From an optimization exercise on the open Yosys and OpenROAD flow, aimed at small area, a short achievable clock period and few clock cycles per item; shortcuts taken in it are not production practice.
The RTL was checked by simulation tests, not by an equivalence proof against the original design.

==> job 472 <==
Design ntt_butterfly, start of the top module:
module ntt_butterfly (
  input  logic        clk,
  input  logic        rst,
  input  logic        in_valid,
  output logic        in_ready,
  input  logic        in_mode,
  input  logic [11:0] in_a,
  input  logic [11:0] in_b,
  input  logic [11:0] in_zeta,
  input  logic [7:0]  in_idx,
  output logic        out_valid,
  input  logic        out_ready,
  output logic [11:0] out_a,
  output logic [11:0] out_b,
  output logic [7:0]  out_idx,
  output logic        busy
);
  logic        en;
  logic        v1, v2, v3;
  logic        v3_n;    
  logic [12:0] mx;
  logic        m1, m2;
  logic [11:0] a1, z1;
  logic [12:0] mx1, xa, xa2;
  logic [7:0]  idx1, idx2, idx3;
  logic [24:0] p, p2;
  logic [13:0] sa, sa3;
  logic [12:0] sb, sb3;
  assign en       = !v3 || out_ready;
  assign in_ready = (v3_n || out_ready) && !rst;
  always_ff @(posedge clk) begin
    if (rst) begin
      v1   <= 1'b0;
      v2   <= 1'b0;
      v3   <= 1'b0;
      v3_n <= 1'b1;
    end else if (en) begin
      v1   <= in_valid;
      v2   <= v1;
      v3   <= v2;
      v3_n <= !v2;
    end
  end
  bfly_pre u_pre (.mode(in_mode), .a(in_a), .b(in_b), .mx(mx));
  bfly_reg #(.W(1 + 12 + 13 + 12 + 8)) u_r1 (
    .clk(clk), .en(en), .d({in_mode, in_a, mx, in_zeta, in_idx}),
    .q({m1, a1, mx1, z1, idx1}));
  bfly_mul u_mul (.mode(m1), .a(a1), .mx(mx1), .zeta(z1), .p(p), .xa(xa));
  bfly_reg #(.W(1 + 13 + 25 + 8)) u_r2 (
    .clk(clk), .en(en), .d({m1, xa, p, idx1}), .q({m2, xa2, p2, idx2}));
  bfly_red u_red (.mode(m2), .xa(xa2), .p(p2), .sa(sa), .sb(sb));
  bfly_reg #(.W(14 + 13 + 8)) u_r3 (
    .clk(clk), .en(en), .d({sa, sb, idx2}), .q({sa3, sb3, idx3}));
  bfly_fin u_fin (.sa(sa3), .sb(sb3), .ra(out_a), .rb(out_b));
  assign out_idx   = idx3;
  assign out_valid = v3;
  assign busy      = v1 || v2 || v3;
endmodule
clock: 14.0 ns
lec_check: 0
cap_margin: 20
core_margin: 2
core_utilization: 40
slew_margin: 20
standard.sh (not shown) runs the stock make flow with config.mk's settings and CLKGATE_MAP_FILE= SYNTH_SCRIPT=/design/flow/synth_recipe.tcl, a recipe that flattens the netlist after the stock synthesis.
==> flow/flow/run.sh <==
#!/bin/bash
# Standard layout with four changes to how it is made:
#  - port buffers are buf_2 cells instead of the flow's default choice (a
#    slow delay buffer);
#  - timing repair aims for a 6.1 ns critical path (setup margin 7.9 ns
#    against the 14 ns clock);
#  - the clock tree is built from clkbuf_8 cells;
#  - after the standard synthesis, invopt2.py flips the polarity of full-adder
#    cells (a full adder is self-dual) to drop the inverters Yosys leaves
#    between them; the netlist keeps the same function, registers and ports.
set -euo pipefail
ARGS=("BUFFER_PORTS_ARGS=-buffer_cell sky130_fd_sc_hd__buf_2" SETUP_SLACK_MARGIN=7.9 "CTS_BUF_LIST=sky130_fd_sc_hd__clkbuf_8")
R=$PWD/orfs/results/$FLOW_PLATFORM/ntt_butterfly/base
bash standard.sh "${ARGS[@]}" synth > synth.log 2>&1
cp $R/1_2_yosys.v 1_2_yosys_standard.v
python3 flow/invopt2.py 1_2_yosys_standard.v $R/1_2_yosys.v > invopt.log 2>&1
rm -f $R/1_synth.odb $R/1_synth.sdc
bash standard.sh "${ARGS[@]}" finish > standard.log 2>&1
Other scripts of this flow, unchanged in this note and not shown: flow/flow/invopt2.py
==> inputs of job 3017, as changes to job 472 <==
--- a/flow/flow/run.sh
+++ b/flow/flow/run.sh
@@ -1,3 +1,3 @@
 #!/bin/bash
-# Standard layout with four changes to how it is made:
+# Standard layout with three changes to how it is made:
 #  - port buffers are buf_2 cells instead of the flow's default choice (a
==> qor summary <==
| item | job 472 | job 3017 |
|---|---|---|
| Result of the run | complete, no violations | complete, no violations |
| Worst Hold Path EP | u_r2.q[2]$_DFFE_PP_ | u_r2.q[2]$_DFFE_PP_ |
| Largest stage delay on the critical path | 0.13 ns | 0.13 ns |
| CTS sink cnt | 132 | 132 |
| Routed length per instance | 15.7 um | 15.7 um |
| Non-clock buffer instance count of the final layout | 94 | 94 |
| Cell group occupying the most layout area | multi-input combinational cells | multi-input combinational cells |
| Number of antenna-violating nets in the routed design | 0 | 0 |
| Fraction of final layout cells sized beyond drive strength 1 | 13.8% | 13.8% |
| Setup clock skew after layout | 0.0195 ns | 0.0195 ns |
| Startpoint of the lowest-slack hold path | u_r1.q[2]$_DFFE_PP_ | u_r1.q[2]$_DFFE_PP_ |
| Final critical-path setup slack | 8.05 ns | 8.05 ns |
| Setup repair after global routing missed its margin | true | true |
| Critical path depth | 4 | 4 |
| Syn nets | 1713 | 1713 |
| Cell at the root of the clock tree | sky130_fd_sc_hd__clkbuf_8 | sky130_fd_sc_hd__clkbuf_8 |
| All-Layer GR Usage | 16.1% | 16.1% |
| Total number of vias | 9467 | 9467 |
| Starting Density | 40.6% | 40.6% |
| Placement Setup Slack | 7.60 ns | 7.60 ns |
Testbench counts of job 472, summed over its fixed seeds: cycles 16,024, items 16,000.
Testbench counts of job 3017, summed over its fixed seeds: cycles 16,024, items 16,000.

========
==> inputs of quartz <==
ntt_butterfly again, from the RTL that the note above started with.
clock: 14.0 ns
lec_check: 0
cap_margin: 20
core_margin: 2
core_utilization: 40
slew_margin: 20
==> flow/flow/run.sh <==
#!/bin/bash
# Standard layout with four changes to how it is made:
#  - port buffers are buf_2 cells instead of the flow's default choice (a
#    slow delay buffer);
#  - timing repair aims for a 5.9 ns critical path (setup margin 8.1 ns
#    against the 14 ns clock);
#  - the clock tree is built from clkbuf_8 cells;
#  - after the standard synthesis, invopt4.py picks the polarity of the
#    adder cells (a full adder is self-dual; a half adder is rebuilt as an
#    XOR/XNOR and an AND-type gate when that helps) and of gates that have a
#    complementary twin (AND/NAND, AOI/AO, ...) to drop the inverters Yosys
#    leaves between them; the netlist keeps the same function, registers
#    and ports.
set -euo pipefail
ARGS=("BUFFER_PORTS_ARGS=-buffer_cell sky130_fd_sc_hd__buf_2" SETUP_SLACK_MARGIN=8.1 "CTS_BUF_LIST=sky130_fd_sc_hd__clkbuf_8")
R=$PWD/orfs/results/$FLOW_PLATFORM/ntt_butterfly/base
bash standard.sh "${ARGS[@]}" synth > synth.log 2>&1
cp $R/1_2_yosys.v 1_2_yosys_standard.v
python3 flow/invopt4.py 1_2_yosys_standard.v $R/1_2_yosys.v > invopt.log 2>&1
rm -f $R/1_synth.odb $R/1_synth.sdc
bash standard.sh "${ARGS[@]}" finish > standard.log 2>&1
Other scripts of this flow, unchanged in this note and not shown: flow/flow/invopt4.py
==> inputs of garnet, as changes to quartz <==
--- a/flow/flow/run.sh
+++ b/flow/flow/run.sh
@@ -2,7 +2,7 @@
 # Standard layout with four changes to how it is made:
 #  - port buffers are buf_2 cells instead of the flow's default choice (a
 #    slow delay buffer);
-#  - timing repair aims for a 5.9 ns critical path (setup margin 8.1 ns
+#  - timing repair aims for a 6.1 ns critical path (setup margin 7.9 ns
 #    against the 14 ns clock);
 #  - the clock tree is built from clkbuf_8 cells;
 #  - after the standard synthesis, invopt4.py picks the polarity of the
@@ -12,7 +12,7 @@
 #    leaves between them; the netlist keeps the same function, registers
 #    and ports.
 set -euo pipefail
-ARGS=("BUFFER_PORTS_ARGS=-buffer_cell sky130_fd_sc_hd__buf_2" SETUP_SLACK_MARGIN=8.1 "CTS_BUF_LIST=sky130_fd_sc_hd__clkbuf_8")
+ARGS=("BUFFER_PORTS_ARGS=-buffer_cell sky130_fd_sc_hd__buf_2" SETUP_SLACK_MARGIN=7.9 "CTS_BUF_LIST=sky130_fd_sc_hd__clkbuf_8")
 R=$PWD/orfs/results/$FLOW_PLATFORM/ntt_butterfly/base
 bash standard.sh "${ARGS[@]}" synth > synth.log 2>&1
 cp $R/1_2_yosys.v 1_2_yosys_standard.v
==> inputs of pepper, as changes to quartz <==
--- a/flow/flow/run.sh
+++ b/flow/flow/run.sh
@@ -2,7 +2,7 @@
 # Standard layout with four changes to how it is made:
 #  - port buffers are buf_2 cells instead of the flow's default choice (a
 #    slow delay buffer);
-#  - timing repair aims for a 5.9 ns critical path (setup margin 8.1 ns
+#  - timing repair aims for a 9 ns critical path (setup margin 5 ns
 #    against the 14 ns clock);
 #  - the clock tree is built from clkbuf_8 cells;
 #  - after the standard synthesis, invopt4.py picks the polarity of the
@@ -12,7 +12,7 @@
 #    leaves between them; the netlist keeps the same function, registers
 #    and ports.
 set -euo pipefail
-ARGS=("BUFFER_PORTS_ARGS=-buffer_cell sky130_fd_sc_hd__buf_2" SETUP_SLACK_MARGIN=8.1 "CTS_BUF_LIST=sky130_fd_sc_hd__clkbuf_8")
+ARGS=("BUFFER_PORTS_ARGS=-buffer_cell sky130_fd_sc_hd__buf_2" SETUP_SLACK_MARGIN=5 "CTS_BUF_LIST=sky130_fd_sc_hd__clkbuf_8")
 R=$PWD/orfs/results/$FLOW_PLATFORM/ntt_butterfly/base
 bash standard.sh "${ARGS[@]}" synth > synth.log 2>&1
 cp $R/1_2_yosys.v 1_2_yosys_standard.v
==> qor summary <==
Global routing usage summed across all routing layers: pepper 17.2%; garnet 17.4%; quartz 17.6%
Final Net Count: pepper 1678; garnet 1687; quartz 1717
Wire length per cell after detailed routing: pepper 16.1 µm; garnet 16.1 µm; quartz 16.3 µm
Non-Clock Buffer Area Fraction: pepper 2.85%; garnet 3.31%; quartz 4.90%
Depth of the worst register-to-register path: pepper 17; garnet 19; quartz 20
Violation count after the first detailed-routing iteration: pepper 456; garnet 443; quartz 470
Cell with the largest stage delay on the worst path: pepper fa_1; garnet buf_2; quartz buf_4
Post-CTS setup buffer count: pepper 0; garnet 1; quartz 8
Routed via count: pepper 9363; garnet 9412; quartz 9545
Standard cell area after detailed placement: pepper 0.0148 mm²; garnet 0.0148 mm²; quartz 0.0148 mm²
Max Clock Skew: pepper 21.3 ps; garnet 16.8 ps; quartz 17.4 ps
Area occupied by multi-input gates: pepper 0.00966 mm²; garnet 0.00987 mm²; quartz 0.00999 mm²
Flip-flop and latch share of the layout cell area: pepper 25.7%; garnet 25.4%; quartz 24.7%
Area added between synthesis and finish: pepper 9.30%; garnet 10.7%; quartz 13.9%
Clock period minus final worst setup slack: pepper 6590 ps; garnet 5950 ps; quartz 5940 ps
Cells resized by post-CTS repair: pepper 0; garnet 5; quartz 21
Run status: pepper no timing/DRC/antenna violations; garnet no timing/DRC/antenna violations; quartz no timing/DRC/antenna violations
CP Capture Type: pepper register; garnet output port; quartz output port
Kind of critical path: pepper register to register; garnet primary input to output port; quartz primary input to output port
Via density: pepper 5.09; garnet 5.08; quartz 5.08
Maximum fanout encountered on the critical timing path: pepper 33; garnet 2; quartz 4
Required time of the worst setup path: pepper 14220 ps; garnet 11200 ps; quartz 11200 ps
Testbench counts of quartz, summed over its fixed seeds: cycles 16,024, items 16,000.
Testbench counts of garnet, summed over its fixed seeds: cycles 16,024, items 16,000.
Testbench counts of pepper, summed over its fixed seeds: cycles 16,024, items 16,000.

## afterwards: timing with drivers on the ports
No port has a modelled driver above. Below, the same layouts with a new extraction and two added sets of constraints. Step 1: set_driving_cell puts a clkbuf_16 on clk and a buf_2 on each other input, an assumption about the parent block. Step 2 times the ports against the registers' clock, not the clock port: input delays grow and output delays shrink by t, the midpoint of the rising clock arrivals with the driver on. Slacks: ideal ports / drivers / drivers and shift; pairs: ideal ports / drivers.
run | t (ns) | setup slack, ns | hold WS [ns] | worst setup path after step 2 | worst slew at a driven data input, ns
job 472 | 0.516 | 8.048 / 8.030 / 7.609 | 0.425 / 0.425 / 0.425 | input to register | 0.04
job 3017 | 0.516 | 8.048 / 8.030 / 7.609 | 0.425 / 0.425 / 0.425 | input to register | 0.04
quartz | 0.518 | 8.059 / 8.024 / 7.742 | 0.415 / 0.415 / 0.415 | input to register | 0.04
garnet | 0.506 | 8.045 / 8.027 / 7.588 | 0.423 / 0.423 / 0.423 | input to register | 0.03
pepper | 0.510 | 7.409 / 7.409 / 7.194 | 0.422 / 0.422 / 0.422 | input to register | 0.04
After both steps every run listed still meets setup and hold. The setup slack of garnet, which loses most, moves by -0.018 ns with the drivers and by -0.457 ns with both steps.
